Source: an optimization exercise on an open RTL-to-GDS flow (aim: small area, a short achievable clock period and few clock cycles). Production flows keep margins and buffers that such runs may drop. Function was checked by simulation only, so behaviour that the tests miss may differ from the original. No activity file was given, so power comes from the tool's default toggle rates.

## design.v

```verilog
module data_memory_pipe (
  input  logic        clk,
  input  logic        rst,
  input  logic        req_valid,
  output logic        req_ready,
  input  logic        req_write,
  input  logic [15:0] address,
  input  logic [15:0] store_data,
  input  logic [1:0]  byte_en,
  output logic [15:0] load_data,
  output logic        load_valid,
  output logic        addr_err
);
  localparam int NQ    = 4;    
  localparam int NPART = 8;    
  logic        rdy;
  logic        clr2;           
  logic [1:0]  ph;             
  logic [1:0]  nph;            
  logic        clr;
  logic        accept;
  logic        in_range;
  logic        st_in;          
  logic        h_in;           
  logic        s_v;
  logic [15:0] s_data;
  logic [1:0]  s_be;
  logic [NQ-1:0]       q_v;
  logic [NQ-1:0][7:0]  q_addr;
  logic [NQ-1:0][15:0] q_data;
  logic [NQ-1:0][1:0]  q_be;
  logic [NQ-1:0]       q_el;     
  logic [15:0] w_row;          
  logic [7:0]  w_col;          
  logic [1:0]  w_be;           
  logic [15:0] w_data;         
  logic [7:0]  w_addr;
  logic        w_fwd;          
  logic        a_ld, a_err, a_inr;
  logic [7:0]  a_addr;
  logic [NPART-1:0][15:0] a_rcol;   
  logic [NPART-1:0][1:0]  a_rrow;   
  logic        a_rpol;              
  logic        b_ld, b_err;
  logic [NPART-1:0][15:0] b_part;
  logic        b_rpol;
  logic [1:0]  b_fwd_be;
  logic [15:0] b_fwd_data;
  logic        c_ld, c_err;
  logic [15:0] c_data;
  logic        d_ld, d_err;
  logic [15:0] d_data;
  logic [15:0] slot [256];
  logic [NPART-1:0][15:0] part;
  assign nph      = rst ? 2'd0 : ph + 2'd1;
  assign clr      = rst || clr2;
  assign in_range = (address[15:8] == 8'd0);
  assign accept   = req_valid && rdy && !rst;
  assign st_in    = accept && req_write && in_range && (byte_en != 2'b00);
  assign h_in     = (address[0] == nph[0]);
  always_ff @(posedge clk) begin
    if (rst) begin
      ph   <= 2'd0;
      clr2 <= 1'b1;
    end else begin
      ph   <= nph;
      clr2 <= 1'b0;
    end
  end
  logic [NQ-1:0]       hit;       
  logic [NQ-1:0]       pick;      
  logic                pick_in;   
  logic                any_el, any_merge;
  logic [NQ-1:0]       merge;     
  logic [NQ-1:0]       ins;       
  logic [NQ-1:0]       nq_v, nq_el;
  logic [2:0]          nq_cnt;
  logic [7:0]          p_addr;
  logic [15:0]         p_data;
  logic [1:0]          p_be;
  always_ff @(posedge clk) begin
    if (rst) s_v <= 1'b0;
    else     s_v <= st_in;
    s_data <= store_data;
    s_be   <= byte_en;
  end
  always_comb begin
    any_el = |q_el;
    for (int i = 0; i < NQ; i++) begin
      logic lower;
      lower = 1'b0;
      for (int n = 0; n < i; n++) lower = lower | q_el[n];
      pick[i] = q_el[i] && !lower;
    end
    pick_in = s_v && (a_addr[0] != nph[0]) && !any_el;
    p_addr = a_addr & {8{pick_in}};
    p_data = s_data;
    p_be   = s_be & {2{pick_in}};
    for (int i = 0; i < NQ; i++) begin
      p_addr = p_addr | (q_addr[i] & {8{pick[i]}});
      p_be   = p_be   | (q_be[i] & {2{pick[i]}});
    end
    if (any_el) begin
      p_data = '0;
      for (int i = 0; i < NQ; i++)
        p_data = p_data | (q_data[i] & {16{pick[i]}});
    end
    for (int i = 0; i < NQ; i++) begin
      hit[i]   = q_v[i] && (q_addr[i] == a_addr);
      merge[i] = s_v && hit[i] && !pick[i];
    end
    any_merge = |merge;
    for (int i = 0; i < NQ; i++) begin
      logic lower_free;
      lower_free = 1'b0;
      for (int n = 0; n < i; n++) lower_free = lower_free | !q_v[n];
      ins[i] = s_v && !pick_in && !any_merge && !q_v[i] && !lower_free;
    end
    nq_cnt = '0;
    for (int i = 0; i < NQ; i++) begin
      nq_v[i] = (q_v[i] && !pick[i]) || ins[i];
      nq_cnt  = nq_cnt + {2'b00, nq_v[i]};
      nq_el[i] = ins[i] ? (a_addr[0] == nph[0])
                        : (q_v[i] && !pick[i] && q_addr[i][0] == nph[0]);
    end
  end
  always_ff @(posedge clk) begin
    if (rst) begin
      q_v  <= '0;
      q_el <= '0;
      rdy  <= 1'b0;
    end else begin
      q_v  <= nq_v;
      q_el <= nq_el;
      rdy  <= (nq_cnt + (st_in ? 3'd1 : 3'd0)) <= 3'(NQ - 1);
    end
    for (int i = 0; i < NQ; i++) begin
      if (ins[i]) begin
        q_addr[i] <= a_addr;
        q_be[i]   <= s_be;
      end else if (merge[i]) begin
        q_be[i]   <= q_be[i] | s_be;
      end
      for (int b = 0; b < 2; b++)
        if (ins[i] || (merge[i] && s_be[b]))
          q_data[i][8*b +: 8] <= s_data[8*b +: 8];
    end
    if (clr) begin
      w_row  <= '1;
      w_col  <= '1;
      w_be   <= 2'b11;
      w_data <= {16{nph[1]}};
      w_fwd  <= 1'b0;
    end else begin
      for (int i = 0; i < 16; i++) w_row[i] <= (p_addr[7:4] == 4'(i));
      for (int i = 0; i < 8; i++)  w_col[i] <= (p_addr[3:1] == 3'(i));
      w_be   <= p_be;
      w_data <= p_data ^ {16{nph[1]}};
      w_fwd  <= (p_be != 2'b00);
    end
    w_addr <= p_addr;
  end
  for (genvar p = 0; p < 128; p++) begin : g_ring
    for (genvar b = 0; b < 2; b++) begin : g_byte
      logic we;
      assign we = w_row[p / 8] && w_col[p % 8] && w_be[b];
      always_ff @(posedge clk) begin
        slot[2*p][8*b +: 8]     <= slot[2*p + 1][8*b +: 8];
        slot[2*p + 1][8*b +: 8] <= ~(we ? w_data[8*b +: 8] : slot[2*p][8*b +: 8]);
      end
    end
  end
  always_ff @(posedge clk) begin
    if (rst) begin
      a_ld  <= 1'b0;
      a_err <= 1'b0;
    end else begin
      a_ld  <= accept && !req_write;
      a_err <= accept && !in_range;
    end
    a_inr  <= in_range;
    a_addr <= address[7:0];
    for (int k = 0; k < NPART; k++) begin
      for (int j = 0; j < 16; j++)
        a_rcol[k][j] <= ({address[3:1], h_in} == 4'(j)) && (address[7:5] == 3'(k));
      a_rrow[k] <= {address[4], !address[4]} & {2{address[7:5] == 3'(k)}};
    end
    a_rpol <= nph[1] ^ (h_in && nph[0]);
  end
  always_comb begin
    for (int k = 0; k < NPART; k++) begin
      part[k] = '0;
      for (int r = 0; r < 2; r++) begin
        logic [15:0] g;
        g = '0;
        for (int j = 0; j < 16; j++)
          g = g | (slot[32*k + 16*r + j] & {16{a_rcol[k][j]}});
        part[k] = part[k] | (g & {16{a_rrow[k][r]}});
      end
    end
  end
  logic [1:0]  fwd_be;
  logic [15:0] fwd_data;
  logic [NQ-1:0][1:0] fm;
  logic [1:0]  wm, qm;
  always_comb begin
    for (int i = 0; i < NQ; i++)
      fm[i] = q_be[i] & {2{q_v[i] && q_addr[i] == a_addr}};
    wm = w_be & {2{w_fwd && w_addr == a_addr}};
    qm = '0;
    fwd_data = '0;
    for (int i = 0; i < NQ; i++) begin
      qm = qm | fm[i];
      for (int b = 0; b < 2; b++)
        fwd_data[8*b +: 8] = fwd_data[8*b +: 8] | (q_data[i][8*b +: 8] & {8{fm[i][b]}});
    end
    for (int b = 0; b < 2; b++)
      if (wm[b] && !qm[b])
        fwd_data[8*b +: 8] = w_data[8*b +: 8] ^ {8{ph[1]}};
    fwd_be = qm | wm;
  end
  always_ff @(posedge clk) begin
    if (rst) begin
      b_ld  <= 1'b0;
      b_err <= 1'b0;
    end else begin
      b_ld  <= a_ld;
      b_err <= a_err;
    end
    b_part     <= part;
    b_rpol     <= a_rpol;
    b_fwd_be   <= fwd_be & {2{a_inr}};
    b_fwd_data <= fwd_data;
  end
  logic [15:0] rd;
  always_comb begin
    rd = '0;
    for (int k = 0; k < NPART; k++)
      rd = rd | b_part[k];
    rd = rd ^ {16{b_rpol}};
    for (int b = 0; b < 2; b++)
      if (b_fwd_be[b])
        rd[8*b +: 8] = b_fwd_data[8*b +: 8];
  end
  always_ff @(posedge clk) begin
    if (rst) begin
      c_ld  <= 1'b0;
      c_err <= 1'b0;
      d_ld  <= 1'b0;
      d_err <= 1'b0;
    end else begin
      c_ld  <= b_ld;
      c_err <= b_err;
      d_ld  <= c_ld;
      d_err <= c_err;
    end
    c_data <= rd & {16{!b_err}};
    d_data <= c_data;
  end
  assign req_ready  = rdy;
  assign load_valid = d_ld;
  assign addr_err   = d_err;
  assign load_data  = d_data;
endmodule
```

## run.sh

```bash
#!/bin/bash
# synth_recipe.tcl (not shown) runs the flow's synth.tcl, then flattens the netlist and writes it again
# the make line also repeats each setting of config.mk as NAME=value (left out here)
make -C /OpenROAD-flow-scripts/flow DESIGN_CONFIG=/design/flow/config.mk WORK_HOME=/design/flow/orfs CLKGATE_MAP_FILE= SYNTH_SCRIPT=/design/flow/synth_recipe.tcl finish
```

## config.mk

```make
export PLATFORM = sky130hd
export DESIGN_NAME = data_memory_pipe
export DESIGN_NICKNAME = data_memory_pipe
export VERILOG_FILES = /design/flow/design.v
export SDC_FILE = /design/flow/constraint.sdc
export NUM_CORES = 4
export LEC_CHECK = 0
export ABC_CLOCK_PERIOD_IN_PS = 1800
export CAP_MARGIN = 20
export CORE_MARGIN = 2
export CORE_UTILIZATION = 70
export CTS_CLUSTER_DIAMETER = 80
export CTS_CLUSTER_SIZE = 30
export SETUP_SLACK_MARGIN = 1.6
export SLEW_MARGIN = 20
export SYNTH_MEMORY_MAX_BITS = 8192
```

## constraint.sdc

```tcl
create_clock -name core_clock -period 3.7 [get_ports {clk}]
set_input_delay 0.7400 -clock core_clock [delete_from_list [all_inputs] [get_ports {clk}]]
set_output_delay 0.7400 -clock core_clock [all_outputs]
set_load 0.01 [all_outputs]
```

==> summary.md, run 1 <==
| Metric | Value |
|---|---|
| RSZ-0062 raised after global routing | `yes` |
| WL/cell | `roughly 32 um` |
| Top cells by area, synth | `dfxtp_1 63%, mux2i_1 14%, a22o_1 5.1%` |
| CTS Hold Bufs | `0` |
| Crit path max fanout | `5` |
| Total core area | `~200,000 um2` |
| Post-synth EDFFs | `approximately 100` |
| Iter 0 DRT Violations | `~13k` |
| Drc violations | `0` |
| Met1 Resource Use GR | `0.5496` |
| Met3 usage | `0.09881` |
| WS Path Type | `reg2reg` |
| Static Leak | `about 66 nW` |
| Initial antenna violation count | `10` |
| Total gr overflow | `0` |
| Nets@finish | `~11k` |
| Register area share after synthesis | `0.6544` |
| Synth top cells by count | `4,519 x dfxtp_1, 2,062 x mux2i_1, 832 x a22o_1, 762 x a221oi_1, 663 x clkbuf_1` |
| Num CTS Buffers | `around 170` |
| Root Driver | `clkbuf_16` |
| DP HPWL | `roughly 280 mm` |
| Outcome | `finished clean` |
| Filler Cells Inserted | `~13k` |
| Die X | `between 400 and 500 um` |
| Mapped Cells | `about 11k` |
| Sequential cell area | `between 90,000 and 100,000 um2` |
| Overall power | `103.2 mW` |
| H-Tree Depth | `4` |
| Post-Syn Area per Cell | `roughly 13 um2` |
| Cell with the most instances after synthesis | `dfxtp_1` |
| WP data required | `around 4500 ps` |
| Die Span Y | `roughly 460 um` |
| Peak VDD IR | `a little under 600 uV` |
| Row cnt | `~170` |
| F_max | `347.7 MHz` |
| Crit path capture type | `register` |
| CTS tree | `built` |
| DR vias | `slightly below 100k` |
| # Max-Cap Violations | `0` |
| CTS clk-pin slew, worst paths | `between 100 and 150 ps` |
| Power Density | `666.4 nW/um2` |
| Minimum clock period | `~2900 ps` |
| RD Place Congestion | `0.9332` |
| Crit path DAT | `~3700 ps` |
| Placement Setup Slack | `slightly above 200 ps` |
| Mapped Area | `approximately 140,000 um2` |
| I/O pin cnt | `57` |
| Via density | `~7.1` |
| Cell taking the most area after synthesis | `dfxtp_1` |
| Final period utilization | `0.7773` |
| Met2 usage | `0.6300` |
| Post-synthesis mux area share | `0.1443` |
| Register bit total from synthesis | `4,623` |
| Grt peak-use layer | `met2` |
| Setup violations, final | `0` |
| Routed Antenna Nets | `0` |
| Layout cell share with drive strength beyond 1 | `0.09884` |
| Die footprint | `roughly 210,000 um2` |
| Clk buf depth | `3` |
| Placed Area | `around 150,000 um2` |
| Final count of hold timing violations | `0` |
| Hold crit path type | `in2reg` |
| Post-Synth Simple-Gate Area | `0.03678` |
| Final WL | `about 450 mm` |
| XOR/XNOR Fraction of Synth Area | `0.005626` |
| 1st-pass router iterations | `6` |
| Clk latency of the worst-skew pair | `roughly 900 ps` |
| Max Slew Vio Count | `0` |
| Placed cells | `13.51k` |
| Slew @ Worst Pin | `1197 ps` |
| Setup crit start kind | `register` |
| Synth Area in Adders | `0.0003150` |
| Initial Util | `0.7061` |
| Top-area cell type share of the netlist area | `0.6326` |
| Async S/R FF share, synth | `0` |
| Post-Syn Nets | `11.09k` |
| Final instance area | `about 150,000 um2` |
| All-Layer GR Usage | `0.4156` |
| Cell variety after synth | `57` |
| Main combinational cell family by area after synthesis | `multiplexers` |
| Vias in the first global route | `97.80k` |
| Worst relative slew slack | `0.2020` |
| CTS sink cnt | `roughly 4.6k` |
| Layout overhead on the synthesized area | `8.251%` |
| Global-route wire length before repair | `~650 mm` |
| Area of the multi-input gates | `47,440 um2` |
| Layout Cells excl Fill | `around 14k` |
| I/O Buffers | `between 50 and 60` |
| YS warnings | `2` |
| Ys flop type | `dfxtp_1` |
| Post-synthesis compound-gate area fraction | `0.1380` |
| Final Skew | `approximately 33 ps` |
| Post-route worst setup slack | `between 800 and 900 ps` |
| Final setup TNS | `0 ps` |
| Largest net degree at the start of global routing | `130` |
## cell usage in the layout, fill, tap and decap left out, types with 37 or more instances in the layout
cell             netlist  routed
dfxtp_1             4519    4375
mux2i_1             2062    2061
a22o_1               832     827
a221oi_1             762     755
a22oi_1              610     610
buf_4                  2     484
nand2_1              382     335
nand4_1              261     261
nor2_1               202     198
clkbuf_16              0     182
edfxtp_1             104     104
nand3_1              108     101
o21ai_0              117      94
dfxtp_2                0      79
xnor2_1               77      72
dfxtp_4                0      65
nand2_2                0      37
clkdlybuf4s50_1        0      37
## area by class of cell
type,count,area share
sequential,4623,0.6068
multi-input combinational,5646,0.3065
timing repair buffer,605,0.03399
clock buffer,194,0.02971
tap,2672,0.02160
clock inverter,10,0.0006789
inverter,21,0.0005819
antenna,13,0.0002101
## cell families after synthesis
family | Yosys count
flip-flops | 4623
multiplexers | 2062
adder cells (fa/ha/maj) | 3
XOR/XNOR | 91
buffers and inverters | 777
AND/OR/NAND/NOR | 1077
AO/OA/AOI/OAI | 2413
## where the power goes
part | leakage (nW) | total, mW | internal [mW] | switching (mW)
sequential | 39.0 | 70.1 | 62.4 | 7.71
clock | 2.31 | 23.7 | 9.02 | 14.7
combinational | 24.6 | 9.35 | 4.22 | 5.14
total | 65.9 | 103 | 75.6 | 27.5
## state kept, by name, summed over array words and instances, names as in the netlist, 16 cells and up
register,flops
a_rrow,16
w_data,16
b_fwd_data,16
slot,4096
b_part,128
w_row,16
q_data,64
d_data,16
a_rcol,128
q_addr,32
c_data,16
s_data,16
## layer usage
metal	share of wire	up-vias
met5	0.00011	-
met1	0.39	48970
met3	0.10	1310
met2	0.44	5903
met4	0.063	6
li1	-	41240
## critical path, stage by stage, from the launching register on
cell      delay, ps
dfxtp_2         450
nor4b_4         260
nand2b_4        190
nor4_4           60
nor4_4          260
buf_4           180
nand4b_4        110
and2_4          160
fa_1            490
inv_2            50
ha_4            250
nor3_1           40
a221o_1         260
## worst paths after layout
| check | startpoint | cells past startpoint | to | slack, ps |
|---|---|---|---|---|
| max | q_el[3] | 12 | rdy | 820 |
| min | store_data[13] | 1 | s_data[13] | 290 |
| max reg2reg | q_el[3] | 12 | rdy | 820 |
| min reg2reg | c_data[6] | 0 | d_data[6] | 330 |
## metrics by stage
step / util / hold WS [ps]
floorplan: - / 309.6
global placement: 0.7322 / 312.4
detailed placement: 0.7323 / 312.1
CTS: 0.7604 / 265.1
global route: 0.7643 / 263.9
finish: 0.7644 / 286.0
## timing repair
action,in CTS,in global routing
gates resized for setup,284,151
setup endpoints to repair,1010,591
pin swaps,22,45
buffers inserted,38,23
Testbench counts, summed over its fixed seeds: cycles 24,040.
==> run 2, diff against run 1 <==
--- a/design.v
+++ b/design.v
@@ -11,7 +11,7 @@
   output logic        load_valid,
   output logic        addr_err
 );
-  localparam int NQ    = 4;    
+  localparam int NQ    = 5;    
   localparam int NPART = 8;    
   logic        rdy;
   logic        clr2;           
@@ -132,7 +132,7 @@
     end else begin
       q_v  <= nq_v;
       q_el <= nq_el;
-      rdy  <= (nq_cnt + (st_in ? 3'd1 : 3'd0)) <= 3'(NQ - 1);
+      rdy  <= nq_cnt <= 3'(NQ - 2);
     end
     for (int i = 0; i < NQ; i++) begin
       if (ins[i]) begin
--- a/config.mk
+++ b/config.mk
@@ -8,8 +8,8 @@
 export ABC_CLOCK_PERIOD_IN_PS = 1800
 export CAP_MARGIN = 20
 export CORE_MARGIN = 2
-export CORE_UTILIZATION = 70
-export CTS_CLUSTER_DIAMETER = 80
+export CORE_UTILIZATION = 78
+export CTS_CLUSTER_DIAMETER = 70
 export CTS_CLUSTER_SIZE = 30
 export SETUP_SLACK_MARGIN = 1.6
 export SLEW_MARGIN = 20
==> run 2 against run 1 <==
Against the previous run:
- wire length up 0.79%
- sequential share of layout area rose by 0.19 points
- via count up 3.4%
- still clean on timing, DRC and antenna
- clock skew rose by 0.92 ps
- die area shrank 9.4%
- non-clock buffer count is 131 lower
- highest routed layer unchanged
==> summary.md, run 2 <==
| Metric | Value |
|---|---|
| Peak VDD IR | `626.8 uV (+6.0%)` |
| Final Skew | `33.96 ps (+0.9228 ps)` |
| Synth top cells by count | `4,521 x dfxtp_1, 2,049 x mux2i_1, 838 x a22o_1, 770 x a221oi_1, 667 x clkbuf_1` |
| Slowest cell delay on critical path | `570 ps (+80 ps)` |
| DP HPWL | `268.5 mm (-2.9%)` |
| Hold path start | `store_data[3]` |
| Vias in the first global route | `100.3k (+2.6%)` |
| Post-Synth Simple-Gate Area | `0.03637 (-0.0004081)` |
| Total gr overflow | `0 (unchanged)` |
| Register area share after synthesis | `0.6549 (about the same)` |
| Reg-to-reg endpoint | `rdy` |
| Switching Share | `0.2686 (+0.001919)` |
| Post-Syn Area per Cell | `12.94 um2 (about the same)` |
| Die X | `433.9 um (-4.8%)` |
| Global-route wire length before repair | `650.9 mm (+0.23%)` |
| Post-route worst setup slack | `813.7 ps (-10.39 ps)` |
| Largest net degree at the start of global routing | `130 (unchanged)` |
| # Max-Cap Violations | `0 (unchanged)` |
| Crit path max fanout | `8 (+3)` |
| Commonest non-fill, non-tap cells in the layout | `4,405 x dfxtp_1, 2,049 x mux2i_1, 833 x a22o_1` |
| Worst hold path depth | `1 (unchanged)` |
| Main combinational cell family by area after synthesis | `multiplexers` |
| CTS sink cnt | `4,651 (+0.61%)` |
| Final period utilization | `0.7801 (+0.002808)` |
| Setup crit start kind | `register` |
| Clk latency of the worst-skew pair | `890 ps (about the same)` |
| Hold crit path type | `in2reg` |
| F_max | `346.5 MHz (-0.36%)` |
| CP startpoint | `a_addr[0]` |
| Layout cell share with drive strength beyond 1 | `0.09540 (-0.003436)` |
| Via density | `7.432 (+5.1%)` |
| Minimum clock period | `2886 ps (+10.39 ps)` |
| CTS tree | `built` |
| Clock share of power | `0.237 (+0.007)` |
| Die footprint | `188,300 um2 (-9.4%)` |
| Mapped Cells | `11.14k (+0.87%)` |
| Post-synthesis compound-gate area fraction | `0.1392 (+0.001279)` |
| Logic gate share of total power | `0.088 (-0.003)` |
| Ys flop type | `dfxtp_1` |
| Register bit total from synthesis | `4,651 (+0.61%)` |
| Seq pwr share | `0.675 (-0.005)` |
| CP Cell Sequence | `xor2_1 -> nor3_2 -> o2111ai_2 -> o31a_1 -> nand3_4 -> buf_4 -> nor3_4 -> nor2_2 -> fa_1 -> inv_2 -> ha_4 -> a21o_1 -> a31oi_1` |
| 1st-pass router iterations | `7 (+1)` |
| XOR/XNOR Fraction of Synth Area | `0.006075 (+0.0004495)` |
| DR vias | `100.8k (+3.4%)` |
| Outcome | `finished clean` |
| Root Driver | `clkbuf_16` |
| Setup violations, final | `0 (unchanged)` |
| CTS clk-pin slew, worst paths | `110 ps (about the same)` |
| Met3 usage | `0.1316 (+0.03284)` |
| Total core area | `183,300 um2 (-9.5%)` |
| Top cells by area, synth | `dfxtp_1 63%, mux2i_1 14%, a22o_1 5.1%` |
| Placement Setup Slack | `125.4 ps (-80.02 ps)` |
| Most flop-heavy register | `slot` |
| Hold slack | `295.5 ps (+9.463 ps)` |
| Final WL | `450.9 mm (+0.79%)` |
| Worst reg2reg path depth | `13 (+1)` |
| Static Leak | `65.87 nW (about the same)` |
| Final count of hold timing violations | `0 (unchanged)` |
| Clk buf depth | `3 (unchanged)` |
| Initial Util | `0.7866 (+0.08048)` |
| CP max stage cell | `fa_1` |
| Largest register FFs | `4,096 (unchanged)` |
| Synth Area in Adders | `0.0003124 (-0.000002529)` |
| Nets@finish | `11.08k (-0.30%)` |
| Worst relative slew slack | `0.1325 (-0.06948)` |
| Drc violations | `0 (unchanged)` |
| Slew @ Worst Pin | `1301 ps (+104.2 ps)` |
| YS warnings | `2 (unchanged)` |
| WS Path Type | `reg2reg` |
| Cell with the most instances after synthesis | `dfxtp_1` |
| Crit path DAT | `3690 ps (+40 ps)` |
| Commonest non-fill, non-tap cell in the layout | `dfxtp_1` |
| Num CTS Buffers | `178 (+3.5%)` |
| Met2 usage | `0.6914 (+0.06145)` |
| WL/cell | `33.25 um (+2.4%)` |
| Mapped Area | `144,200 um2 (+0.81%)` |
| All-Layer GR Usage | `0.4631 (+0.04755)` |
| I/O pin cnt | `57 (unchanged)` |
| Met1 Resource Use GR | `0.5974 (+0.04781)` |
| Hold EP | `s_data[3]` |
| RSZ-0062 raised after global routing | `yes` |
| Final setup TNS | `0 ps (unchanged)` |
| Cell taking the most area after synthesis | `dfxtp_1` |
| Post-Syn Nets | `11.18k (+0.87%)` |
| Post-synthesis mux area share | `0.1424 (-0.001957)` |
| Int Pwr | `76.97 mW (+1.7%)` |
| Top-area cell type share of the netlist area | `0.6278 (-0.004801)` |
| Iter 0 DRT Violations | `14.21k (+12%)` |
| Post-synth EDFFs | `130 (+25%)` |
| RD Place Congestion | `0.9756 (+4.5%)` |
| Worst reg2reg path startpoint | `a_addr[0]` |
| I/O Buffers | `56 (unchanged)` |
| Async S/R FF share, synth | `0 (unchanged)` |
| Power Density | `676.6 nW/um2 (+1.5%)` |
| Routed Antenna Nets | `0 (unchanged)` |
| H-Tree Depth | `4 (unchanged)` |
| Max Slew Vio Count | `0 (unchanged)` |
| Largest regs | `slot (4096), a_rcol (128), b_part (128)` |
| Row cnt | `157 (-4.8%)` |
| Initial antenna violation count | `15 (+5)` |
| R2R setup slack | `810 ps (about the same)` |
| Layout overhead on the synthesized area | `7.882%` |
| WP data required | `4510 ps (+30 ps)` |
| CTS Hold Bufs | `0 (unchanged)` |
| Crit path capture type | `register` |
| P_sw | `28.26 mW (+2.7%)` |
| Grt peak-use layer | `met2` |
| Cell variety after synth | `54 (-5.3%)` |
| Die Span Y | `433.9 um (-4.8%)` |
-- run 2: metal layers --
metal / routed length (um) / up-vias
met5: 85 / -
met4: 30720 / 14
met3: 59710 / 1787
met2: 196100 / 7782
met1: 164300 / 49790
li1: - / 41410
-- run 2: power groups by stage --
stage	Sequential (mW)	Clock [mW]	Combinational, mW
5_1_grt	71.9	26.4	9.66
4_1_cts	70.5	24.7	8.90
3_3_place_gp	70.5	0	8.24
6_report	71.1	24.9	9.24
3_5_place_dp	71.4	0	8.70
2_1_floorplan	68.3	0	6.45
-- run 2: how the worst max path moves through the flow --
stage,end,slack [ps],depth (start not counted)
finish,rdy,810,13
global route,rdy,790,13
CTS,rdy,920,12
detailed placement,rdy,130,14
global placement,rdy,70,14
floorplan,rdy,740,12
-- run 2: logic make-up (layout without fill, tap and decap cells) --
| kind of cell | Yosys count | after routing |
|---|---|---|
| multiplexers | 2050 | 2050 |
| flip-flops | 4651 | 4651 |
| other | 0 | 8 |
| AO/OA/AOI/OAI | 2474 | 2474 |
| XOR/XNOR | 100 | 100 |
| buffers and inverters | 785 | 733 |
| AND/OR/NAND/NOR | 1079 | 1079 |
| adder cells (fa/ha/maj) | 3 | 3 |
-- run 2: what timing repair did --
action / in CTS / in global routing
cloned: 2 / 1
resized for setup: 344 / 188
setup endpoints to repair: 1677 / 874
buffers inserted: 68 / 65
pin swaps: 44 / 55
-- run 2: critical path, delay by kind of cell (launching register included) --
family | cells | cell delay (ps)
fa+ha+maj | 2 | 720
compound gates | 4 | 690
flops | 1 | 450
simple gates | 4 | 390
xor+xnor | 1 | 360
buf+inv | 2 | 210
-- run 2: final cells by class --
type	instances	area (um2)
Sequential cell	4651	94670
Multi-Input combinational cell	5706	47900
Fill cell	9407	27750
Clock buffer	205	4828
Timing Repair Buffer	474	4504
Tap cell	2464	3083
Clock inverter	29	412.9
Inverter	25	112.6
Antenna cell	8	20.02
-- run 2: per-stage QoR --
stage,cells,instance area [um2],utilization,power (mW)
2_1_floorplan,11140,144400,-,74.77
3_3_place_gp,13180,147600,0.8054,78.70
3_5_place_dp,13180,147600,0.8054,80.07
4_1_cts,13490,154300,0.8419,104.0
5_1_grt,13560,155500,0.8485,108.0
6_report,13560,155500,0.8486,105.2
Testbench counts of run 2, summed over its fixed seeds: cycles 24,033.
==> run 3, diff against run 2 <==
--- a/design.v
+++ b/design.v
@@ -11,7 +11,7 @@
   output logic        load_valid,
   output logic        addr_err
 );
-  localparam int NQ    = 5;    
+  localparam int NQ    = 4;    
   localparam int NPART = 8;    
   logic        rdy;
   logic        clr2;           
@@ -22,9 +22,6 @@
   logic        in_range;
   logic        st_in;          
   logic        h_in;           
-  logic        s_v;
-  logic [15:0] s_data;
-  logic [1:0]  s_be;
   logic [NQ-1:0]       q_v;
   logic [NQ-1:0][7:0]  q_addr;
   logic [NQ-1:0][15:0] q_data;
@@ -74,16 +71,9 @@
   logic [NQ-1:0]       merge;     
   logic [NQ-1:0]       ins;       
   logic [NQ-1:0]       nq_v, nq_el;
-  logic [2:0]          nq_cnt;
   logic [7:0]          p_addr;
   logic [15:0]         p_data;
   logic [1:0]          p_be;
-  always_ff @(posedge clk) begin
-    if (rst) s_v <= 1'b0;
-    else     s_v <= st_in;
-    s_data <= store_data;
-    s_be   <= byte_en;
-  end
   always_comb begin
     any_el = |q_el;
     for (int i = 0; i < NQ; i++) begin
@@ -92,10 +82,10 @@
       for (int n = 0; n < i; n++) lower = lower | q_el[n];
       pick[i] = q_el[i] && !lower;
     end
-    pick_in = s_v && (a_addr[0] != nph[0]) && !any_el;
-    p_addr = a_addr & {8{pick_in}};
-    p_data = s_data;
-    p_be   = s_be & {2{pick_in}};
+    pick_in = st_in && (address[0] != nph[0]) && !any_el;
+    p_addr = address[7:0] & {8{pick_in}};
+    p_data = store_data;
+    p_be   = byte_en & {2{pick_in}};
     for (int i = 0; i < NQ; i++) begin
       p_addr = p_addr | (q_addr[i] & {8{pick[i]}});
       p_be   = p_be   | (q_be[i] & {2{pick[i]}});
@@ -106,21 +96,19 @@
         p_data = p_data | (q_data[i] & {16{pick[i]}});
     end
     for (int i = 0; i < NQ; i++) begin
-      hit[i]   = q_v[i] && (q_addr[i] == a_addr);
-      merge[i] = s_v && hit[i] && !pick[i];
+      hit[i]   = q_v[i] && (q_addr[i] == address[7:0]);
+      merge[i] = st_in && hit[i] && !pick[i];
     end
     any_merge = |merge;
     for (int i = 0; i < NQ; i++) begin
       logic lower_free;
       lower_free = 1'b0;
       for (int n = 0; n < i; n++) lower_free = lower_free | !q_v[n];
-      ins[i] = s_v && !pick_in && !any_merge && !q_v[i] && !lower_free;
-    end
-    nq_cnt = '0;
+      ins[i] = st_in && !pick_in && !any_merge && !q_v[i] && !lower_free;
+    end
     for (int i = 0; i < NQ; i++) begin
       nq_v[i] = (q_v[i] && !pick[i]) || ins[i];
-      nq_cnt  = nq_cnt + {2'b00, nq_v[i]};
-      nq_el[i] = ins[i] ? (a_addr[0] == nph[0])
+      nq_el[i] = ins[i] ? (address[0] == nph[0])
                         : (q_v[i] && !pick[i] && q_addr[i][0] == nph[0]);
     end
   end
@@ -132,18 +120,18 @@
     end else begin
       q_v  <= nq_v;
       q_el <= nq_el;
-      rdy  <= nq_cnt <= 3'(NQ - 2);
+      rdy  <= !(&nq_v);
     end
     for (int i = 0; i < NQ; i++) begin
       if (ins[i]) begin
-        q_addr[i] <= a_addr;
-        q_be[i]   <= s_be;
+        q_addr[i] <= address[7:0];
+        q_be[i]   <= byte_en;
       end else if (merge[i]) begin
-        q_be[i]   <= q_be[i] | s_be;
+        q_be[i]   <= q_be[i] | byte_en;
       end
       for (int b = 0; b < 2; b++)
-        if (ins[i] || (merge[i] && s_be[b]))
-          q_data[i][8*b +: 8] <= s_data[8*b +: 8];
+        if (ins[i] || (merge[i] && byte_en[b]))
+          q_data[i][8*b +: 8] <= store_data[8*b +: 8];
     end
     if (clr) begin
       w_row  <= '1;
--- a/config.mk
+++ b/config.mk
@@ -8,8 +8,8 @@
 export ABC_CLOCK_PERIOD_IN_PS = 1800
 export CAP_MARGIN = 20
 export CORE_MARGIN = 2
-export CORE_UTILIZATION = 78
-export CTS_CLUSTER_DIAMETER = 70
+export CORE_UTILIZATION = 70
+export CTS_CLUSTER_DIAMETER = 80
 export CTS_CLUSTER_SIZE = 30
 export SETUP_SLACK_MARGIN = 1.6
 export SLEW_MARGIN = 20
==> run 3 against run 2 <==
Against the previous run:
- count of clock-buffer cells in the layout down 13
- core utilization down 9.0 points
- area after synthesis down 0.85%
- design area down 1.2%
- setup slack better by 250 ps
- critical path depth down 4
- highest routed layer unchanged
- combinational power down 9.1%
- first-iteration DRC count down 10%
- non-clock buffer count down 24
- clock power down 4%
- sequential power down 3%
- clock skew up 20 ps
==> summary.md, run 3 <==
| Metric | Value |
|---|---|
| WP data required | `4250 ps (-260 ps)` |
| Area of the multi-input gates | `47,500 um2 (-0.83%)` |
| Static Leak | `65.31 nW (-0.84%)` |
| Peak VDD IR | `589.6 uV (-5.9%)` |
| Outcome | `finished clean` |
| Post-Syn Nets | `11.15k (-0.31%)` |
| Final instance area | `153,600 um2 (-1.2%)` |
| Commonest non-fill, non-tap cell in the layout | `dfxtp_1` |
| Power Density | `661.1 nW/um2 (-2.3%)` |
| CTS tree | `built` |
| Die footprint | `207,800 um2 (+10%)` |
| Final count of hold timing violations | `0 (unchanged)` |
| Post-Syn Area per Cell | `12.87 um2 (-0.55%)` |
| Largest regs | `slot (4096), a_rcol (128), b_part (128)` |
| Crit path DAT | `3190 ps (-500 ps)` |
| Largest register FFs | `4,096 (unchanged)` |
| Crit path max fanout | `12 (+4)` |
| Crit path capture type | `register` |
| Initial antenna violation count | `31 (+16)` |
| DR vias | `96.85k (-3.9%)` |
| Top cells by area, synth | `dfxtp_1 63%, mux2i_1 14%, a22o_1 4.9%` |
| 1st-pass router iterations | `7 (unchanged)` |
| Most flop-heavy register | `slot` |
| Cell taking the most area after synthesis | `dfxtp_1` |
| Largest net degree at the start of global routing | `130 (unchanged)` |
| Nets@finish | `11.01k (-0.61%)` |
| Setup crit start kind | `input pin` |
| F_max | `379.3 MHz (+9.5%)` |
| CTS clk-pin slew, worst paths | `100 ps (about the same)` |
| Total core area | `202,500 um2 (+11%)` |
| Slew @ Worst Pin | `1228 ps (-73.25 ps)` |
| Iter 0 DRT Violations | `12.77k (-10%)` |
| Placed Area | `147,400 um2 (-0.11%)` |
| YS warnings | `2 (unchanged)` |
| Initial Util | `0.7058 (-0.08079)` |
| Drc violations | `0 (unchanged)` |
| Die Span Y | `455.9 um (+5.1%)` |
| Global-route wire length before repair | `645.8 mm (-0.78%)` |
| Layout cell share with drive strength beyond 1 | `0.08439 (-0.01101)` |
| Top-area cell type share of the netlist area | `0.6302 (+0.002422)` |
| I/O pin cnt | `57 (unchanged)` |
| Via density | `7.076 (-4.8%)` |
| Commonest non-fill, non-tap cells in the layout | `4,342 x dfxtp_1, 2,062 x mux2i_1, 799 x a22o_1` |
| Vias in the first global route | `96.59k (-3.7%)` |
| H-Tree Depth | `4 (unchanged)` |
| Final WL | `444.9 mm (-1.3%)` |
| Num CTS Buffers | `173 (-2.8%)` |
| Final Skew | `53.72 ps (+19.76 ps)` |
| I/O Buffers | `56 (unchanged)` |
| Filler Cells Inserted | `13.00k (+38%)` |
| RD Place Congestion | `0.9457 (-3.1%)` |
| Cell variety after synth | `48 (-11%)` |
| DP HPWL | `275.7 mm (+2.7%)` |
| Setup violations, final | `0 (unchanged)` |
| Minimum clock period | `2636 ps (-249.8 ps)` |
| Max Slew Vio Count | `0 (unchanged)` |
| Mapped Area | `142,900 um2 (-0.85%)` |
| Hold crit path type | `in2reg` |
| WS Path Type | `in2reg` |
| Mapped Cells | `11.11k (-0.30%)` |
| WL/cell | `32.51 um (-2.2%)` |
| Async S/R FF share, synth | `0 (unchanged)` |
| Final period utilization | `0.7126 (-0.06752)` |
| Clk buf depth | `3 (unchanged)` |
| # Max-Cap Violations | `0 (unchanged)` |
| Synth top cells by count | `4,500 x dfxtp_1, 2,062 x mux2i_1, 802 x a22o_1, 735 x a221oi_1, 682 x clkbuf_1` |
| Cell with the most instances after synthesis | `dfxtp_1` |
| Ys flop type | `dfxtp_1` |
| Register area share after synthesis | `0.6521 (-0.002808)` |
| Worst relative slew slack | `0.1813 (+0.04883)` |
| Post-synth EDFFs | `104 (-20%)` |
| Hold slack | `153.5 ps (-142.0 ps)` |
| Layout overhead on the synthesized area | `7.454%` |
| RSZ-0062 raised after global routing | `yes` |
| Row cnt | `165 (+5.1%)` |
| CTS sink cnt | `4,604 (-1.0%)` |
| Die X | `455.9 um (+5.1%)` |
| All-Layer GR Usage | `0.4134 (-0.04973)` |
| Root Driver | `clkbuf_16` |
| Total gr overflow | `0 (unchanged)` |
| Sequential cell area | `93,610 um2 (-1.1%)` |
| Routed Antenna Nets | `0 (unchanged)` |
| Clk latency of the worst-skew pair | `900 ps (about the same)` |
| Register bit total from synthesis | `4,604 (-1.0%)` |
## run 3: cell types whose count changed after synthesis, moves of 21 or more
cell | previous run | this run
a221oi_1 | 770 | 735
nand2_1 | 367 | 392
a22o_1 | 838 | 802
xnor2_1 | 75 | 97
edfxtp_1 | 130 | 104
a22oi_1 | 606 | 654
nor2_1 | 208 | 187
dfxtp_1 | 4521 | 4500
## run 3: cell type report
type                            count  area share
Antenna cell                       18   0.0002932
Clock buffer                      192     0.03010
Clock inverter                     10    0.001043
Inverter                           40    0.001124
Multi-Input combinational cell   5700      0.3093
Sequential cell                  4604      0.6094
Tap cell                         2672     0.02177
Timing Repair Buffer              450     0.02693
Timing Repair inverter              1  0.00007331
## run 3: routing by layer
metal / GRT usage / vias up / wire length, um
met5: 0 / - / 101
met4: 0.2234 / 14 / 25190
met3: 0.08497 / 1270 / 46320
met2: 0.6303 / 5763 / 197500
met1: 0.5556 / 48800 / 175800
li1: - / 41000 / -
## run 3: cell families (layout without fill, tap and decap cells)
kind of cell	count (synthesis)	in the layout	synth area share
buffers and inverters	805	693	0.02144
AO/OA/AOI/OAI	2425	2425	0.1375
AND/OR/NAND/NOR	1086	1086	0.03680
multiplexers	2062	2062	0.1444
adder cells (fa/ha/maj)	1	1	0.00008752
flip-flops	4604	4604	0.6521
other	0	18	0
XOR/XNOR	126	126	0.007720
## run 3: timing repair
item / 4_1_cts / 5_1_grt
hold buffers: 0 / 0
setup endpoints to repair: 1199 / 561
setup buffers: 21 / 17
resized for setup: 269 / 142
gates cloned: 1 / 0
pin swaps: 25 / 19
## run 3: path summary, 6_finish.rpt
check | from | to | slack (ps) | cells after the start
setup / recovery | address[5] | q_data[7] | 1060 | 9
hold / removal | address[12] | a_inr | 150 | 3
setup reg to reg | rdy | q_data[7] | 1160 | 8
hold reg to reg | slot[57][8] | slot[56][8] | 330 | 0
## run 3: worst max-delay path: stages
cell,delay [ps]
clkdlybuf4s50_1,460
buf_12,170
buf_4,160
xnor2_1,150
nand3_1,240
o311ai_4,140
or4_4,580
or2_4,340
o21ai_4,190
## run 3: metrics by stage
step	instances	TNS [ps]	util	power, mW	worst slack, ps
after global placement	13430	-4345	0.7280	76.90	-122.5
after floorplan	11110	0	-	72.93	577.9
final	13690	0	0.7584	101.5	1064
after detailed placement	13430	-798.9	0.7280	77.95	-58.68
after global routing	13680	0	0.7584	104.5	1077
after CTS	13650	0	0.7551	100.9	1180
## run 3: power breakdown
group | internal, mW | leakage (nW) | switching, mW | total, mW
clock network | 9.10 | 2.35 | 14.8 | 23.9
logic | 3.88 | 24.1 | 4.53 | 8.40
registers | 61.7 | 38.9 | 7.54 | 69.3
total | 74.7 | 65.3 | 26.8 | 102
Testbench counts of run 3, summed over its fixed seeds: cycles 24,031.
==> run 4, diff against run 3 <==
--- a/design.v
+++ b/design.v
@@ -45,8 +45,6 @@
   logic [15:0] b_fwd_data;
   logic        c_ld, c_err;
   logic [15:0] c_data;
-  logic        d_ld, d_err;
-  logic [15:0] d_data;
   logic [15:0] slot [256];
   logic [NPART-1:0][15:0] part;
   assign nph      = rst ? 2'd0 : ph + 2'd1;
@@ -234,19 +232,14 @@
     if (rst) begin
       c_ld  <= 1'b0;
       c_err <= 1'b0;
-      d_ld  <= 1'b0;
-      d_err <= 1'b0;
     end else begin
       c_ld  <= b_ld;
       c_err <= b_err;
-      d_ld  <= c_ld;
-      d_err <= c_err;
     end
     c_data <= rd & {16{!b_err}};
-    d_data <= c_data;
   end
   assign req_ready  = rdy;
-  assign load_valid = d_ld;
-  assign addr_err   = d_err;
-  assign load_data  = d_data;
+  assign load_valid = c_ld;
+  assign addr_err   = c_err;
+  assign load_data  = c_data;
 endmodule
==> run 4 against run 3 <==
Against the previous run:
- synthesized cell count down 0.68%
- critical path depth down 1
- clock skew down 6.9 ps
- die area down 0.24%
- combinational power up 2%
- clock power about the same
- worst hold slack better by 85 ps
- critical path type is now reg2reg
- largest cell class unchanged
==> summary.md, run 4 <==
| Metric | Value |
|---|---|
| Num CTS Buffers | `173 (unchanged)` |
| Layout cell share with drive strength beyond 1 | `0.08662 (+0.002235)` |
| Final count of hold timing violations | `0 (unchanged)` |
| YS warnings | `2 (unchanged)` |
| H-Tree Depth | `4 (unchanged)` |
| Vias in the first global route | `96.34k (-0.26%)` |
| I/O pin cnt | `57 (unchanged)` |
| Setup violations, final | `0 (unchanged)` |
| WS Path Type | `reg2reg` |
| Most flop-heavy register | `slot` |
| 1st-pass router iterations | `6 (-1)` |
| Total core area | `202,300 um2 (-0.10%)` |
| Row cnt | `165 (unchanged)` |
| Crit path DAT | `2890 ps (-300 ps)` |
| Slowest cell delay on critical path | `490 ps (-90 ps)` |
| Hold crit path type | `in2reg` |
| Top cells by area, synth | `dfxtp_1 63%, mux2i_1 14%, a22o_1 5.3%` |
| Register area share after synthesis | `0.6511 (-0.0009193)` |
| Root Driver | `clkbuf_16` |
| CP Cell Sequence | `buf_6 -> xnor2_1 -> nand4_1 -> nor4_4 -> or2_4 -> or3_4 -> buf_12 -> a21o_1` |
| All-Layer GR Usage | `0.4199 (+0.006550)` |
| Max Slew Vio Count | `0 (unchanged)` |
| Post-Syn Area per Cell | `12.92 um2 (+0.43%)` |
| CTS Hold Bufs | `0 (unchanged)` |
| Final Skew | `46.87 ps (-6.851 ps)` |
| Cell variety after synth | `51 (+6.3%)` |
| Routed Antenna Nets | `0 (unchanged)` |
| Top-area cell type share of the netlist area | `0.6292 (-0.0009732)` |
| WL/cell | `33.16 um (+2.0%)` |
| Largest regs | `slot (4096), a_rcol (128), b_part (128)` |
| Post-Syn Nets | `11.07k (-0.67%)` |
| # Max-Cap Violations | `0 (unchanged)` |
| Post-synth EDFFs | `104 (unchanged)` |
| Filler Cells Inserted | `13.18k (+1.4%)` |
| Crit path capture type | `register` |
| Die footprint | `207,300 um2 (-0.24%)` |
| I/O Buffers | `56 (unchanged)` |
| CTS clk-pin slew, worst paths | `110 ps (about the same)` |
| Cell with the most instances after synthesis | `dfxtp_1` |
| Via density | `7.162 (+1.2%)` |
| Minimum clock period | `2263 ps (-373.2 ps)` |
| Clk latency of the worst-skew pair | `900 ps (about the same)` |
| Setup crit start kind | `register` |
| Largest register FFs | `4,096 (unchanged)` |
| Peak VDD IR | `563.8 uV (-4.4%)` |
| Static Leak | `65.05 nW (-0.40%)` |
| Iter 0 DRT Violations | `12.80k (+0.20%)` |
| DP HPWL | `273.1 mm (-0.94%)` |
| Overall power | `101.2 mW (-0.30%)` |
| Ys flop type | `dfxtp_1` |
| Synth top cells by count | `4,482 x dfxtp_1, 2,063 x mux2i_1, 859 x a22o_1, 783 x a221oi_1, 677 x clkbuf_1` |
| Worst relative slew slack | `0.1966 (+0.01525)` |
| Final instance area | `153,200 um2 (-0.29%)` |
| Layout overhead on the synthesized area | `7.412% (about the same)` |
| Commonest non-fill, non-tap cells in the layout | `4,322 x dfxtp_1, 2,062 x mux2i_1, 858 x a22o_1` |
| Outcome | `finished clean` |
| WP data required | `4330 ps (+80 ps)` |
| Largest net degree at the start of global routing | `97 (-25%)` |
| Mapped Cells | `11.03k (-0.68%)` |
| Worst reg2reg path depth | `8 (unchanged)` |
| Die X | `455.3 um (-0.12%)` |
| RSZ-0062 raised after global routing | `yes` |
| Power Density | `661.0 nW/um2 (about the same)` |
| Nets@finish | `10.90k (-0.95%)` |
| Final setup TNS | `0 ps (unchanged)` |
| Crit path max fanout | `7 (-5)` |
| F_max | `441.8 MHz (+16%)` |
| Cell taking the most area after synthesis | `dfxtp_1` |
| Post-layout util | `0.7570 (-0.001390)` |
| CTS tree | `built` |
| Drc violations | `0 (unchanged)` |
| Placed cells | `13.24k (-1.4%)` |
| Final WL | `450.3 mm (+1.2%)` |
| RD Place Congestion | `0.9171 (-3.0%)` |
| Worst hold path depth | `1 (-2)` |
| DR vias | `97.25k (+0.42%)` |
| Initial antenna violation count | `15 (-52%)` |
| Mapped Area | `142,600 um2 (-0.25%)` |
| Clk buf depth | `3 (unchanged)` |
| Async S/R FF share, synth | `0 (unchanged)` |
| CP max stage cell | `edfxtp_1` |
| Layout Cells excl Fill | `13.58k (-0.79%)` |
| Commonest non-fill, non-tap cell in the layout | `dfxtp_1` |
| Die Span Y | `455.3 um (-0.12%)` |
| Global-route wire length before repair | `647.5 mm (+0.26%)` |
| CTS sink cnt | `4,586 (-0.39%)` |
| Final period utilization | `0.6117 (-0.1009)` |
| Register bit total from synthesis | `4,586 (-0.39%)` |
| Placed Area | `146,200 um2 (-0.82%)` |
| Initial Util | `0.7048 (-0.001018)` |
| Total gr overflow | `0 (unchanged)` |
| Slew @ Worst Pin | `1205 ps (-22.87 ps)` |
==> run 4: cell types whose count changed in the layout (fill, tap and decap cells not counted), moves of 16 or more <==
cell,before,now
a221oi_1,723,774
a22o_1,799,858
a22oi_1,654,573
buf_4,331,296
dfxtp_1,4342,4322
inv_1,34,17
nand2_1,346,282
nand2_2,39,72
nand3_1,114,97
o211ai_1,0,18
o21ai_0,131,82
o21ai_1,22,44
o221ai_1,16,0
==> run 4: per-stage QoR <==
step	hold WS (ps)	worst slack, ps
after floorplan	309.6	1037
after global placement	331.0	290.2
after detailed placement	314.7	340.9
after CTS	161.4	1422
after global routing	211.1	1413
final	238.6	1437
==> run 4: worst max-delay path: cells and delay by family (launching register included) <==
family	cells	cell delay, ps
DFF	1	490
and+or+nand+nor	4	930
buffers and inverters	2	330
AOI/OAI and AO/OA	1	150
xor gates and xnor gates	1	120
==> run 4: power breakdown <==
part           internal [mW]  switching, mW
sequential              61.5           7.44
combinational           3.82           4.75
clock                   9.02           14.8
==> run 4: final timing paths <==
check                from            to  slack [ps]
min            address[4]    q_addr[12]         240
min reg2reg  slot[225][7]  slot[224][7]         330
max reg2reg    q_addr[14]       q_be[7]        1440
max            q_addr[14]       q_be[7]        1440
==> run 4: cell type report <==
cell class | instances | area (um2) | share of cell area
Antenna cell | 9 | 22.52 | 0.0001470
Clock buffer | 193 | 4604 | 0.03006
Clock inverter | 15 | 156.4 | 0.001021
Inverter | 22 | 127.6 | 0.0008332
Multi-Input combinational cell | 5662 | 47690 | 0.3114
Sequential cell | 4586 | 93240 | 0.6087
Tap cell | 2672 | 3343 | 0.02183
Timing Repair Buffer | 420 | 3981 | 0.02599
==> run 4: what timing repair did <==
item	in CTS	in global routing
setup buffers	75	42
endpoints found under the hold margin	0	0
pin swaps	42	39
setup endpoints to repair	2105	568
cloned	1	0
gates resized for setup	306	134
==> run 4: logic make-up (layout without fill, tap and decap cells) <==
family	after synthesis	count (layout)	share of synthesized area
compound gates	2420	2420	0.1390
xor+xnor	126	126	0.007739
flops	4586	4586	0.6511
buf+inv	787	650	0.02092
fa+ha+maj	1	1	0.00008773
other cells	0	9	0
simple gates	1051	1052	0.03627
mux	2063	2063	0.1448
==> run 4: routing by layer <==
layer	global-route usage	wire [um]	up-vias	part of all wire
li1	-	-	40850	-
met1	0.5724	178400	49040	0.40
met2	0.6219	193700	6117	0.43
met3	0.09716	49960	1230	0.11
met4	0.2283	28150	6	0.063
met5	0	34	-	0.000076
Testbench counts of run 4, summed over its fixed seeds: cycles 24,022.
==> run 5, diff against run 4 <==
--- a/config.mk
+++ b/config.mk
@@ -11,6 +11,6 @@
 export CORE_UTILIZATION = 70
 export CTS_CLUSTER_DIAMETER = 80
 export CTS_CLUSTER_SIZE = 30
-export SETUP_SLACK_MARGIN = 1.6
+export SETUP_SLACK_MARGIN = 1.75
 export SLEW_MARGIN = 20
 export SYNTH_MEMORY_MAX_BITS = 8192
==> run 5 against run 4 <==
Against the previous run:
- still clean on timing, DRC and antenna
- setup slack improved by 36 ps
- final cell count rose by 0.93%
- critical endpoint is now q_data[10]
- worst hold slack got worse by 22 ps
- core utilization rose by 1.1 points
- flip-flop and latch count did not move
- largest power group unchanged
- non-clock buffer count rose by 133
- die area did not move
==> summary.md, run 5 <==
| Metric | Value |
|---|---|
| Outcome | `finished clean` |
| WL/cell | `33.76 um (+1.8%)` |
| Hold crit path type | `in2reg` |
| Placed Area | `146,800 um2 (+0.36%)` |
| Register bit total from synthesis | `4,586 (unchanged)` |
| Final setup TNS | `0 ps (unchanged)` |
| Max Slew Vio Count | `0 (unchanged)` |
| RSZ-0062 raised after global routing | `yes` |
| Peak VDD IR | `600.2 uV (+6.5%)` |
| Register area share after synthesis | `0.6511 (unchanged)` |
| Minimum clock period | `2228 ps (-35.64 ps)` |
| Clock share of power | `0.233 (-0.002)` |
| Final Skew | `31.78 ps (-15.09 ps)` |
| H-Tree Depth | `4 (unchanged)` |
| Largest net degree at the start of global routing | `130 (+34%)` |
| Met1 Resource Use GR | `0.5567 (-0.01573)` |
| Layout cell share with drive strength beyond 1 | `0.1081 (+0.02152)` |
| Cell variety after synth | `51 (unchanged)` |
| Cell taking the most area after synthesis | `dfxtp_1` |
| Slowest cell delay on critical path | `440 ps (-50 ps)` |
| Nets@finish | `11.04k (+1.2%)` |
| Via density | `7.150 (-0.17%)` |
| Static Leak | `66.11 nW (+1.6%)` |
| Worst relative slew slack | `0.1581 (-0.03849)` |
| Filler Cells Inserted | `12.83k (-2.6%)` |
| Die X | `455.3 um (unchanged)` |
| Delay-heaviest family, CP | `simple AND/OR/NAND/NOR gates` |
| Final WL | `462.7 mm (+2.8%)` |
| WP data required | `4280 ps (-50 ps)` |
| Critical path buffers and inverters | `2 (unchanged)` |
| Met2 usage | `0.6528 (+0.03087)` |
| Largest regs | `slot (4096), a_rcol (128), b_part (128)` |
| Most flop-heavy register | `slot` |
| Layout overhead on the synthesized area | `8.952%` |
| Routed Antenna Nets | `0 (unchanged)` |
| Grt peak-use layer | `met2` |
| Commonest non-fill, non-tap cells in the layout | `4,307 x dfxtp_1, 2,062 x mux2i_1, 843 x a22o_1` |
| RD Place Congestion | `0.9344 (+1.9%)` |
| Sequential cell area | `93,380 um2 (+0.15%)` |
| YS warnings | `2 (unchanged)` |
| Logic gate share of total power | `0.086 (about the same)` |
| Synth top cells by count | `4,482 x dfxtp_1, 2,063 x mux2i_1, 859 x a22o_1, 783 x a221oi_1, 677 x clkbuf_1` |
| Switching Share | `0.2665 (+0.0002665)` |
| P_sw | `26.95 mW (about the same)` |
| Post-Syn Area per Cell | `12.92 um2 (unchanged)` |
| Clk latency of the worst-skew pair | `900 ps (about the same)` |
| Final count of hold timing violations | `0 (unchanged)` |
| Initial Util | `0.7048 (unchanged)` |
| Cell with the most instances after synthesis | `dfxtp_1` |
| Setup crit start kind | `register` |
| Row cnt | `165 (unchanged)` |
| Largest register FFs | `4,096 (unchanged)` |
| Setup violations, final | `0 (unchanged)` |
| CTS clk-pin slew, worst paths | `110 ps (about the same)` |
| Final instance area | `155,400 um2 (+1.4%)` |
| Slew @ Worst Pin | `1261 ps (+56.00 ps)` |
| CTS sink cnt | `4,586 (unchanged)` |
| Num CTS Buffers | `172 (-0.58%)` |
| I/O Buffers | `56 (unchanged)` |
| DR vias | `97.99k (+0.76%)` |
| Mapped Area | `142,600 um2 (unchanged)` |
| Post-synth EDFFs | `104 (unchanged)` |
| Final period utilization | `0.6021 (-0.009632)` |
| CP Cell Sequence | `and3b_2 -> nand4_1 -> buf_6 -> a21oi_2 -> nand2_2 -> or3_4 -> inv_8 -> a31o_4` |
| Seq pwr share | `0.681 (about the same)` |
| Met3 usage | `0.09991 (+0.002750)` |
| Global-route wire length before repair | `654.3 mm (+1.1%)` |
| Layout Cells excl Fill | `13.71k (+0.93%)` |
| Die footprint | `207,300 um2 (unchanged)` |
| Post-Syn Nets | `11.07k (unchanged)` |
| Top-area cell type share of the netlist area | `0.6292 (unchanged)` |
| Mapped Cells | `11.03k (unchanged)` |
| Ys flop type | `dfxtp_1` |
| 1st-pass router iterations | `7 (+1)` |
| Initial antenna violation count | `27 (+12)` |
| Die Span Y | `455.3 um (unchanged)` |
| Top cells by area, synth | `dfxtp_1 63%, mux2i_1 14%, a22o_1 5.3%` |
| All-Layer GR Usage | `0.4269 (+0.006937)` |
| F_max | `448.9 MHz (+1.6%)` |
| Root Driver | `clkbuf_16` |
| WS Path Type | `reg2reg` |
| Area of the multi-input gates | `48,230 um2 (+1.1%)` |
| Worst reg2reg path depth | `8 (unchanged)` |
| Drc violations | `0 (unchanged)` |
| Hold slack | `216.5 ps (-22.09 ps)` |
| Int Pwr | `74.20 mW (-0.13%)` |
| Iter 0 DRT Violations | `12.95k (+1.2%)` |
| Async S/R FF share, synth | `0 (unchanged)` |
| Worst hold path depth | `1 (unchanged)` |
| Crit path max fanout | `8 (+1)` |
| CP max stage cell | `or3_4` |
| Cell count along the critical path | `8 (unchanged)` |
| Commonest non-fill, non-tap cell in the layout | `dfxtp_1` |
| Power Density | `651.1 nW/um2 (-1.5%)` |
| Total core area | `202,300 um2 (unchanged)` |
| # Max-Cap Violations | `0 (unchanged)` |
| Crit path DAT | `2810 ps (-80 ps)` |
| I/O pin cnt | `57 (unchanged)` |
| Clk buf depth | `3 (unchanged)` |
| Crit path capture type | `register` |
| Total gr overflow | `0 (unchanged)` |
| DP HPWL | `281.6 mm (+3.1%)` |
| CTS tree | `built` |
| Vias in the first global route | `96.82k (+0.50%)` |
| Placed cells | `13.30k (+0.45%)` |
| CTS Hold Bufs | `0 (unchanged)` |
## run 5: cell counts after synthesis
No cell type changed its count.
## run 5: power groups by stage
stage,sequential [mW],clock [mW],combinational [mW]
3_3_place_gp,68.8,0,7.80
6_report,68.9,23.6,8.67
4_1_cts,68.4,23.4,8.42
5_1_grt,69.8,25.1,9.13
3_5_place_dp,69.4,0,8.21
2_1_floorplan,66.6,0,6.08
## run 5: logic make-up after synthesis
group,count (synthesis),share of synthesized area
compound gates,2420,0.1390
xor+xnor,126,0.007739
fa+ha+maj,1,0.00008773
buf+inv,787,0.02092
flops,4586,0.6511
mux,2063,0.1448
simple gates,1051,0.03627
## run 5: what timing repair did
action | 4_1_cts | 5_1_grt
gates cloned | 1 | 0
endpoints found under the setup margin | 2215 | 976
setup buffers | 83 | 108
pin swaps | 46 | 57
resized for setup | 499 | 174
## run 5: routing by layer
metal / vias up / routed length [um]
li1: 41090 / -
met1: 49100 / 176100
met2: 6313 / 204700
met3: 1452 / 51890
met4: 26 / 29860
met5: - / 169
## run 5: area by class of cell
type | instances | share of cell area
clock inverters | 12 | 0.0009101
clock buffers | 188 | 0.02919
diodes | 10 | 0.0001611
well taps | 2672 | 0.02152
repair buffers | 553 | 0.03590
multi-input cells | 5662 | 0.3105
flip-flops and latches | 4586 | 0.6010
inverters | 22 | 0.0008215
## run 5: worst paths after layout
kind / from / to / slack [ps]
max: rdy / q_data[10] / 1470
min: address[4] / q_addr[4] / 220
min reg2reg: slot[115][0] / slot[114][0] / 330
max reg2reg: rdy / q_data[10] / 1470
## run 5: through the flow
step	util	setup slack, ps	total power, mW
floorplan	-	1037	72.64
global placement	0.7253	271.7	76.56
detailed placement	0.7254	263.3	77.62
CTS	0.7587	1463	100.3
global route	0.7678	1420	104.0
finish	0.7679	1472	101.1
## run 5: worst reg2reg max path: cells and delay by family (launching register included)
| kind | cells | cell delay [ps] |
|---|---|---|
| AOI/OAI and AO/OA | 2 | 330 |
| DFF | 1 | 390 |
| buffers and inverters | 2 | 250 |
| and+or+nand+nor | 4 | 960 |
==> run 6, diff against run 5 <==
--- a/config.mk
+++ b/config.mk
@@ -8,9 +8,9 @@
 export ABC_CLOCK_PERIOD_IN_PS = 1800
 export CAP_MARGIN = 20
 export CORE_MARGIN = 2
-export CORE_UTILIZATION = 70
-export CTS_CLUSTER_DIAMETER = 80
+export CORE_UTILIZATION = 78
+export CTS_CLUSTER_DIAMETER = 70
 export CTS_CLUSTER_SIZE = 30
-export SETUP_SLACK_MARGIN = 1.75
+export SETUP_SLACK_MARGIN = 1.6
 export SLEW_MARGIN = 20
 export SYNTH_MEMORY_MAX_BITS = 8192
==> run 6 against run 5 <==
Against the previous run:
- flip-flop and latch count did not move
- sequential share of layout area rose by 0.38 points
- die area fell by 10%
- worst hold slack improved by 110 ps
- area after synthesis did not move
- critical path type unchanged
- largest cell class unchanged
==> summary.md, run 6 <==
| Metric | Value |
|---|---|
| Initial Util | `0.7872 (+0.08243)` |
| Mapped Cells | `11.03k (unchanged)` |
| Final setup TNS | `0 ps (unchanged)` |
| Met3 WL | `59.23 mm (+14%)` |
| Synth top cells by count | `4,482 x dfxtp_1, 2,063 x mux2i_1, 859 x a22o_1, 783 x a221oi_1, 677 x clkbuf_1` |
| WL/cell | `33.99 um (+0.68%)` |
| # Max-Cap Violations | `0 (unchanged)` |
| RSZ-0062 raised after global routing | `yes` |
| DP HPWL | `277.5 mm (-1.5%)` |
| 1st-pass router iterations | `9 (+2)` |
| Cell variety after synth | `51 (unchanged)` |
| WS Path Type | `reg2reg` |
| Total core area | `181,100 um2 (-10%)` |
| Largest register FFs | `4,096 (unchanged)` |
| Ys flop type | `dfxtp_1` |
| Nets@finish | `11.00k (-0.33%)` |
| Static Leak | `65.76 nW (-0.53%)` |
| Commonest non-fill, non-tap cells in the layout | `4,352 x dfxtp_1, 2,063 x mux2i_1, 851 x a22o_1` |
| Async S/R FF share, synth | `0 (unchanged)` |
| Worst relative slew slack | `0.1440 (-0.01406)` |
| Root Driver | `clkbuf_16` |
| Num CTS Buffers | `179 (+4.1%)` |
| I/O pin cnt | `57 (unchanged)` |
| Register area share after synthesis | `0.6511 (unchanged)` |
| CP dominant cell by count | `nor2_1` |
| All-Layer GR Usage | `0.4745 (+0.04768)` |
| Max Slew Vio Count | `0 (unchanged)` |
| Layout overhead on the synthesized area | `8.033%` |
| Routed Antenna Nets | `0 (unchanged)` |
| Crit path capture type | `register` |
| Drc violations | `0 (unchanged)` |
| Post-Syn Area per Cell | `12.92 um2 (unchanged)` |
| Setup violations, final | `0 (unchanged)` |
| CTS tree | `built` |
| Die Span Y | `431.6 um (-5.2%)` |
| Placed Area | `146,900 um2 (about the same)` |
| RD Place Congestion | `0.9849 (+5.4%)` |
| Slowest cell delay on critical path | `500 ps (+60 ps)` |
| Most flop-heavy register | `slot` |
| Crit path max fanout | `11 (+3)` |
| DR vias | `100.3k (+2.3%)` |
| Via density | `7.468 (+4.5%)` |
| Largest net degree at the start of global routing | `81 (-38%)` |
| Iter 0 DRT Violations | `14.17k (+9.5%)` |
| Peak VDD IR | `628.7 uV (+4.7%)` |
| Top cells by area, synth | `dfxtp_1 63%, mux2i_1 14%, a22o_1 5.3%` |
| Final Skew | `40.49 ps (+8.715 ps)` |
| R2R setup slack | `1450 ps (-20 ps)` |
| CTS clk-pin slew, worst paths | `110 ps (about the same)` |
| Minimum clock period | `2246 ps (+17.93 ps)` |
| Global-route wire length before repair | `657.5 mm (+0.49%)` |
| Top-area cell type share of the netlist area | `0.6292 (unchanged)` |
| CP Cell Sequence | `nor2_2 -> ha_1 -> buf_4 -> nor2_1 -> nand2_1 -> nor2_1` |
| CTS Hold Bufs | `0 (unchanged)` |
| Cell with the most instances after synthesis | `dfxtp_1` |
| Setup crit start kind | `register` |
| Die X | `431.6 um (-5.2%)` |
| Die footprint | `186,200 um2 (-10%)` |
| H-Tree Depth | `4 (unchanged)` |
| Initial antenna violation count | `45 (+67%)` |
| Final instance area | `154,000 um2 (-0.84%)` |
| CTS sink cnt | `4,586 (unchanged)` |
| Vias in the first global route | `100.5k (+3.8%)` |
| Met1 wire length | `166.5 mm (-5.5%)` |
| WP data required | `4510 ps (+230 ps)` |
| Hold crit path type | `reg2reg` |
| Post-synth EDFFs | `104 (unchanged)` |
| Register bit total from synthesis | `4,586 (unchanged)` |
| Power Density | `669.5 nW/um2 (+2.8%)` |
| Crit path DAT | `3050 ps (+240 ps)` |
| CP max stage cell | `dfxtp_2` |
| Layout cell share with drive strength beyond 1 | `0.09281 (-0.01533)` |
| Commonest non-fill, non-tap cell in the layout | `dfxtp_1` |
| Total gr overflow | `0 (unchanged)` |
| Clk buf depth | `3 (unchanged)` |
| Final count of hold timing violations | `0 (unchanged)` |
| Final WL | `456.4 mm (-1.4%)` |
| Met2 wire len | `196.1 mm (-4.2%)` |
| Post-Syn Nets | `11.07k (unchanged)` |
| YS warnings | `2 (unchanged)` |
| Max Used Layer | `met5` |
| Largest regs | `slot (4096), a_rcol (128), b_part (128)` |
| Slew @ Worst Pin | `1284 ps (+22.82 ps)` |
| Cell taking the most area after synthesis | `dfxtp_1` |
| F_max | `445.3 MHz (-0.80%)` |
| I/O Buffers | `56 (unchanged)` |
| Hold slack | `331.1 ps (+114.6 ps)` |
| Final period utilization | `0.6069 (+0.004846)` |
| Row cnt | `156 (-5.5%)` |
| Mapped Area | `142,600 um2 (unchanged)` |
| Clk latency of the worst-skew pair | `910 ps (about the same)` |
| Outcome | `finished clean` |
==> run 6: cell counts after synthesis <==
Identical to the previous run, type by type.
==> run 6: per-layer routing <==
metal / global-route usage / vias to the layer above
li1: - / 41100
met1: 0.6102 / 49580
met2: 0.7005 / 7694
met3: 0.1345 / 1884
met4: 0.3172 / 16
met5: 0.001821 / -
==> run 6: per-stage QoR <==
step                      power (mW)    util  std cells  setup WS, ps
after detailed placement       77.88  0.8110      13080         285.0
after global placement         76.54  0.8110      13080         257.0
after floorplan                72.63       -      11030          1037
final                          103.1  0.8505      13430          1454
after global routing           105.8  0.8503      13420          1416
after CTS                      102.0  0.8455      13360          1446
==> run 6: timing repair <==
action                                  4_1_cts  5_1_grt
resized for setup                           287      144
cloned                                        0        1
buffers inserted                             34       33
pin swaps                                    27       32
endpoints found under the setup margin      731      547
==> run 6: report_power, final <==
| part | switching [mW] | leakage [nW] | internal [mW] | total (mW) |
|---|---|---|---|---|
| clock network | 15.0 | 2.66 | 10.1 | 25.1 |
| logic | 4.78 | 24.4 | 3.88 | 8.66 |
| registers | 7.89 | 38.7 | 61.5 | 69.4 |
==> run 6: path summary, 6_finish.rpt <==
| check | from | end | cells after the start |
|---|---|---|---|
| setup reg to reg | ph[0] | a_rcol[21] | 6 |
| hold reg to reg | slot[43][0] | slot[42][0] | 0 |
| setup / recovery | ph[0] | a_rcol[21] | 6 |
| hold / removal | slot[43][0] | slot[42][0] | 0 |
==> run 6: final cells by class <==
| cell class | instances | area (um2) |
|---|---|---|
| inverters | 22 | 125.1 |
| repair buffers | 511 | 4589 |
| multi-input cells | 5661 | 47670 |
| clock inverters | 32 | 481.7 |
| fillers | 9255 | 27080 |
| diodes | 35 | 87.58 |
| clock buffers | 211 | 4955 |
| well taps | 2370 | 2965 |
| flip-flops and latches | 4586 | 93180 |
==> run 6: critical path, delay by kind of cell (launching register included) <==
kind,cells,cell delay [ps]
flip-flops,1,500
adder cells (fa/ha/maj),1,360
buffers and inverters,1,210
AND/OR/NAND/NOR,4,1080
==> run 6: cells by family (layout without fill, tap and decap cells) <==
kind of cell | after synthesis | after routing | share of synthesized area
AOI/OAI and AO/OA | 2420 | 2420 | 0.1390
xor gates and xnor gates | 126 | 126 | 0.007739
adders and majority gates | 1 | 1 | 0.00008773
buffers and inverters | 787 | 776 | 0.02092
DFF | 4586 | 4586 | 0.6511
muxes | 2063 | 2063 | 0.1448
other | 0 | 35 | 0
and+or+nand+nor | 1051 | 1051 | 0.03627

-- re-timing with driven ports --
The flow's constraints put no driver on any port. The routed layouts listed below were extracted and timed again, unchanged, in two steps. Step 1: set_driving_cell puts a clkbuf_16 on clk and a buf_2 on each other input, an assumption about the parent block. Step 2 also shifts input and output timing later by t, the mid clock arrival at the registers, as if the neighbouring blocks saw the same clock. Slacks: ideal / step 1 / step 2; pairs: ideal / step 1.
run | shift t [ns] | slack for setup (ns) | slew at the worst register clock pin (ns)
run 1 | 0.974 | 0.824 / 0.824 / 0.108 | 0.12 / 0.12
run 2 | 0.974 | 0.814 / 0.814 / 0.239 | 0.12 / 0.12
run 3 | 0.963 | 1.064 / 0.983 / 0.020 | 0.12 / 0.12
run 4 | 0.976 | 1.437 / 1.383 / 0.573 | 0.12 / 0.12
run 5 | 0.984 | 1.472 / 1.283 / 0.298 | 0.12 / 0.12
run 6 | 0.985 | 1.454 / 1.388 / 0.403 | 0.12 / 0.12
After both steps setup and hold are still met in every run listed. For run 5, which loses most, drivers alone change the setup slack by -0.189 ns; drivers and shift together by -1.174 ns.
